This is an optimization exercise on Yosys and OpenROAD, whose aim is a short achievable clock period, not a production implementation. Only simulation tests tie the RTL to the original design; equivalence was not proved. Power is estimated from default activity; no workload was simulated.

## run 1
// dmem_mmio
module dmem_mmio #(
    parameter int          RAM_WORDS  = 64,
    parameter int          FIFO_DEPTH = 4,
    parameter logic [31:0] MMIO_BASE  = 32'hFFFF_0000
) (
    input  logic        clk,
    input  logic        reset,
    input  logic        memwrite,
    input  logic [31:0] addr,
    input  logic [31:0] writedata,
    output logic [31:0] readdata,
    output logic [7:0]  tx_data,
    output logic        tx_valid,
    input  logic        tx_ready,
    output logic        irq
);
    logic [31:0] r_ram [64];
    logic [31:0] r_count;
    logic [31:0] r_compare;
    logic        r_match;
    logic        r_ovf;
    logic        r_irq_en;
    logic        w_ram_hit;
    logic        w_mmio_hit;
    logic [5:0]  w_word;
    logic        w_wr_compare;
    logic        w_wr_status;
    logic        w_wr_tx;
    logic        w_wr_ctrl;
    logic        w_full;
    logic        w_empty;
    logic [31:0] w_status;
    logic [31:0] w_mm;
    assign w_ram_hit    = addr[31:8] == 24'd0;
  ...
Size: ~110 I/O pins, ~88,000 um^2 of cells after synthesis.
Settings: LEC_CHECK=0, ABC_CLOCK_PERIOD_IN_PS=1000, CAP_MARGIN=20, CORE_MARGIN=2, CORE_UTILIZATION=60, GPL_TIMING_DRIVEN=1, SETUP_SLACK_MARGIN=3.0, SLEW_MARGIN=20, SYNTH_HIERARCHICAL=1, SYNTH_MINIMUM_KEEP_SIZE=0, TNS_END_PERCENT=5; clock period 6.5 ns.
standard.sh (not shown) runs the stock make flow with config.mk's settings and CLKGATE_MAP_FILE= SYNTH_SCRIPT=/design/flow/synth_recipe.tcl, a recipe that flattens the netlist after the stock synthesis.
==> flow/flow/run.sh <==
#!/bin/bash
# Own flow: the standard layout (standard.sh, every step unchanged), with
# one extra step after placement: the readdata output buffers are moved next
# to the gates that drive them (flow/move_obuf.tcl), then legalized.
set -euo pipefail
bash standard.sh place > standard_place.log 2>&1
RES_DIR=$PWD/orfs/results/sky130hd/dmem_mmio/base openroad -no_init -exit flow/move_obuf.tcl > move_obuf.log 2>&1
bash standard.sh finish > standard_finish.log 2>&1
==> flow/flow/move_obuf.tcl <==
# Move each readdata output buffer from its pin to the cell that drives it,
# so the buffer (sized later by the flow's repair) drives the long wire to
# the pin instead of the small driving gate. Then legalize.
set res $::env(RES_DIR)
read_db $res/3_place.odb
set blk [ord::get_db_block]
set moved 0
foreach bt [$blk getBTerms] {
  if {![string match readdata* [$bt getName]]} { continue }
  set ob {}
  foreach it [[$bt getNet] getITerms] { set ob [$it getInst] }
  if {$ob eq {}} { continue }
  set drv {}
  foreach it [$ob getITerms] {
    if {[$it isInputSignal]} {
      foreach it2 [[$it getNet] getITerms] {
        if {[$it2 isOutputSignal]} { set drv [$it2 getInst] }
      }
    }
  }
  if {$drv eq {}} { continue }
  set b [$drv getBBox]
  $ob setLocation [$b xMin] [$b yMin]
  incr moved
}
puts "moved $moved output buffers"
detailed_placement
check_placement -verbose
write_db $res/3_place.odb
Run 1: done, clean on timing, DRC and antenna
The inputs of run 2 differ from those of run 1 as listed below.
--- a/flow/config.mk
+++ b/flow/config.mk
@@ -10,5 +10,5 @@
 export CORE_MARGIN = 2
-export CORE_UTILIZATION = 60
+export CORE_UTILIZATION = 66
 export GPL_TIMING_DRIVEN = 1
-export SETUP_SLACK_MARGIN = 3.0
+export SETUP_SLACK_MARGIN = 4.5
 export SLEW_MARGIN = 20
## What came out
- On worst voltage drop across the vdd grid, run 2 does worse than run 1.
- Upper clock frequency limit delta (run 1 -> run 2): insignificant
- The critical path depth of run 2 exceeds that of run 1 by 2.
- In the flow results for run 1 and run 2, the worst setup slack is larger on run 1.
- The run showing the greater post-place instance area is run 1.
- Number of diodes came out higher on run 2 than on run 1.
- Slowest cell on the critical path: nor4_4 -> run 2, a221oi_2 -> run 1
- Run 1 and run 2 ended up with roughly the same power spent charging and discharging nets.
- Run 1 → run 2: starting DRC count in detailed routing saw an increase; power saw an increase.
Here is what was changed in the inputs of run 3 compared with run 2.
==> flow/run.sh (new file) <==
#!/bin/bash
# synth_recipe.tcl (not shown) runs the flow's synth.tcl, then flattens the netlist and writes it again
# the make line also repeats each setting of config.mk as NAME=value (left out here)
make -C /OpenROAD-flow-scripts/flow DESIGN_CONFIG=/design/flow/config.mk WORK_HOME=/design/flow/orfs CLKGATE_MAP_FILE= SYNTH_SCRIPT=/design/flow/synth_recipe.tcl finish
--- a/flow/config.mk
+++ b/flow/config.mk
@@ -10,3 +10,3 @@
 export CORE_MARGIN = 2
-export CORE_UTILIZATION = 66
+export CORE_UTILIZATION = 60
 export GPL_TIMING_DRIVEN = 1
removed: flow/flow/run.sh
removed: flow/flow/move_obuf.tcl
removed: flow/standard.sh
Results
Compared run 3 vs run 2, and detailed-route via count is down in run 3. What run 2 reported for die area has to be multiplied by 1.10 to get the figure for run 3. NOTE tap cell instance count run 2->run 3 increased by a little under 10%. Going from run 2 to run 3, relative slew slack picked up an extra 7.4 points; wire length per cell after detailed routing lost 1.1%; growth of design area from synthesis to finish picked up an extra 0.51 points; final core utilization lost 7.4 points; cell area reported after detailed placement picked up an extra 0.55%. On setup slack, the lower figure sits with run 3, not run 2.
The inputs of run 4 differ from those of run 3 as listed below.
==> flow/flow/run.sh (new file) <==
#!/bin/bash
# Own flow: the standard layout (standard.sh, every step unchanged), with
# one extra step after placement: the readdata output buffers are moved next
# to the gates that drive them, and the addr input buffers to the centre of
# the cells they drive (flow/move_obuf.tcl), then legalized.
set -euo pipefail
bash standard.sh place > standard_place.log 2>&1
RES_DIR=$PWD/orfs/results/sky130hd/dmem_mmio/base openroad -no_init -exit flow/move_obuf.tcl > move_obuf.log 2>&1
bash standard.sh finish > standard_finish.log 2>&1
==> flow/flow/move_obuf.tcl (new file) <==
# Move each readdata output buffer from its pin to the cell that drives it,
# so the buffer (sized later by the flow's repair) drives the long wire to
# the pin instead of the small driving gate; and move each addr input buffer
# to the centre of the cells it drives. Then legalize.
set res $::env(RES_DIR)
read_db $res/3_place.odb
set blk [ord::get_db_block]
set moved 0
foreach bt [$blk getBTerms] {
  set name [$bt getName]
  if {[string match readdata* $name]} {
    set ob {}
    foreach it [[$bt getNet] getITerms] { set ob [$it getInst] }
    if {$ob eq {}} { continue }
    set drv {}
    foreach it [$ob getITerms] {
      if {[$it isInputSignal]} {
        foreach it2 [[$it getNet] getITerms] {
          if {[$it2 isOutputSignal]} { set drv [$it2 getInst] }
        }
      }
    }
    if {$drv eq {}} { continue }
    set b [$drv getBBox]
    $ob setLocation [$b xMin] [$b yMin]
    incr moved
  } elseif {[string match addr* $name]} {
    set ib {}
    foreach it [[$bt getNet] getITerms] { set ib [$it getInst] }
    if {$ib eq {}} { continue }
    set sx 0; set sy 0; set n 0
    foreach it [$ib getITerms] {
      if {[$it isOutputSignal]} {
        foreach it2 [[$it getNet] getITerms] {
          if {[$it2 isInputSignal]} {
            set b [[$it2 getInst] getBBox]
            set sx [expr {$sx + [$b xMin]}]; set sy [expr {$sy + [$b yMin]}]; incr n
          }
        }
      }
    }
    if {$n == 0} { continue }
    $ib setLocation [expr {$sx / $n}] [expr {$sy / $n}]
    incr moved
  }
}
puts "moved $moved port buffers"
detailed_placement
check_placement -verbose
write_db $res/3_place.odb
==> flow/standard.sh (new file) <==
#!/bin/bash
# synth_recipe.tcl (not shown) runs the flow's synth.tcl, then flattens the netlist and writes it again
# the make line also repeats each setting of config.mk as NAME=value (left out here)
make -C /OpenROAD-flow-scripts/flow DESIGN_CONFIG=/design/flow/config.mk WORK_HOME=/design/flow/orfs CLKGATE_MAP_FILE= SYNTH_SCRIPT=/design/flow/synth_recipe.tcl "${@:-finish}"
--- a/flow/config.mk
+++ b/flow/config.mk
@@ -12,3 +12,3 @@
 export GPL_TIMING_DRIVEN = 1
-export SETUP_SLACK_MARGIN = 4.5
+export SETUP_SLACK_MARGIN = 4.0
 export SLEW_MARGIN = 20
@@ -16,2 +16,2 @@
 export SYNTH_MINIMUM_KEEP_SIZE = 0
-export TNS_END_PERCENT = 5
+export TNS_END_PERCENT = 20
removed: flow/run.sh
Notes after the runs:
- Diff run 3 -> run 4: via count of the first global-routing pass went up, global routing met1 resource utilization went up, multi-input logic portion of the cell area went down, worst stage delay on the critical path went down, wire length of the first global-routing pass went up.
- Re routed length on met1: run 4 is 910 um up on run 3.
- Comparing run 3 and run 4, the higher post-route core utilization was measured on run 4.
- From run 3 to run 4 the numbers moved as follows: met2 wire length shows an increase of about 5.4%, flip-flop and latch share of the layout cell area has decreased, total stage count of the critical path shows an increase of 1.
Inputs modified between run 4 and run 5:
--- a/flow/flow/run.sh
+++ b/flow/flow/run.sh
@@ -3,4 +3,3 @@
 # one extra step after placement: the readdata output buffers are moved next
-# to the gates that drive them, and the addr input buffers to the centre of
-# the cells they drive (flow/move_obuf.tcl), then legalized.
+# to the gates that drive them (flow/move_obuf.tcl), then legalized.
 set -euo pipefail
==> flow/flow/move_obuf.tcl <==
# Move each readdata output buffer from its pin to the cell that drives it,
# so the buffer (sized later by the flow's repair) drives the long wire to
# the pin instead of the small driving gate. Then legalize.
set res $::env(RES_DIR)
read_db $res/3_place.odb
set blk [ord::get_db_block]
set moved 0
foreach bt [$blk getBTerms] {
  if {![string match readdata* [$bt getName]]} { continue }
  set ob {}
  foreach it [[$bt getNet] getITerms] { set ob [$it getInst] }
  if {$ob eq {}} { continue }
  set drv {}
  foreach it [$ob getITerms] {
    if {[$it isInputSignal]} {
      foreach it2 [[$it getNet] getITerms] {
        if {[$it2 isOutputSignal]} { set drv [$it2 getInst] }
      }
    }
  }
  if {$drv eq {}} { continue }
  set b [$drv getBBox]
  $ob setLocation [$b xMin] [$b yMin]
  incr moved
}
puts "moved $moved output buffers"
detailed_placement
check_placement -verbose
write_db $res/3_place.odb
--- a/flow/config.mk
+++ b/flow/config.mk
@@ -11,4 +11,5 @@
 export CORE_UTILIZATION = 60
+export GPL_ROUTABILITY_DRIVEN = 0
 export GPL_TIMING_DRIVEN = 1
-export SETUP_SLACK_MARGIN = 4.0
+export SETUP_SLACK_MARGIN = 4.5
 export SLEW_MARGIN = 20
@@ -16,2 +17,2 @@
 export SYNTH_MINIMUM_KEEP_SIZE = 0
-export TNS_END_PERCENT = 20
+export TNS_END_PERCENT = 5
### Flow results
Re end-of-flow core utilization: run 5 is 1.9 points down on run 4. Comparing run 5 with run 4, the final total power came out essentially unchanged. In run 5, the setup slack came out 0.050 ns above the value in run 4. Looking at critical path depth, run 5 sits 1 below run 4. On clock slew at the register clock pins of the worst setup and hold paths, run 4 tracks run 5 almost exactly. Compared with run 4, global-route wire length before repair in run 5 decreased slightly. Comparing run 5 and run 4, number of clock-tree buffers in the layout is lower on run 4. Power share of the sequential group essentially unchanged between run 5 and run 4. Relative to run 4, the first-iteration DRC count of run 5 is lower by 12%. Run 5 against run 4: share of the cycle needed by the critical path after routing down 0.77 points, cell area down about 2.5%.

## afterwards: timing with drivers on the ports
No port has a modelled driver above. Below, the same layouts with a new extraction and two added sets of constraints. Step 1 assumes that a clkbuf_16 drives the clock port and a buf_2 every other input. Step 2 moves the port delays by t, midway between the first and last clock arrival at a register: inputs arrive t later, outputs are due t later. That takes back most of the time a late clock gives input paths. Slacks: no drivers / after step 1 / after step 2; pairs: no drivers / after step 1.
| run | shift t [ns] | slack for setup (ns) | latest minus earliest clock arrival (ns) | slew at the worst register clock pin (ns) |
|---|---|---|---|---|
| run 1 | 0.921 | 1.988 / 1.437 / 1.437 | 0.049 / 0.048 | 0.06 / 0.06 |
| run 2 | 0.924 | 1.975 / 1.367 / 1.367 | 0.039 / 0.039 | 0.07 / 0.07 |
| run 3 | 0.912 | 1.677 / 1.235 / 1.235 | 0.029 / 0.030 | 0.07 / 0.07 |
| run 4 | 0.931 | 1.942 / 1.298 / 1.298 | 0.047 / 0.047 | 0.07 / 0.07 |
| run 5 | 0.911 | 1.992 / 1.358 / 1.358 | 0.034 / 0.035 | 0.07 / 0.07 |
After both steps every run listed still meets setup and hold. The setup slack of run 4, which loses most, moves by -0.644 ns with the drivers and by -0.644 ns with both steps.
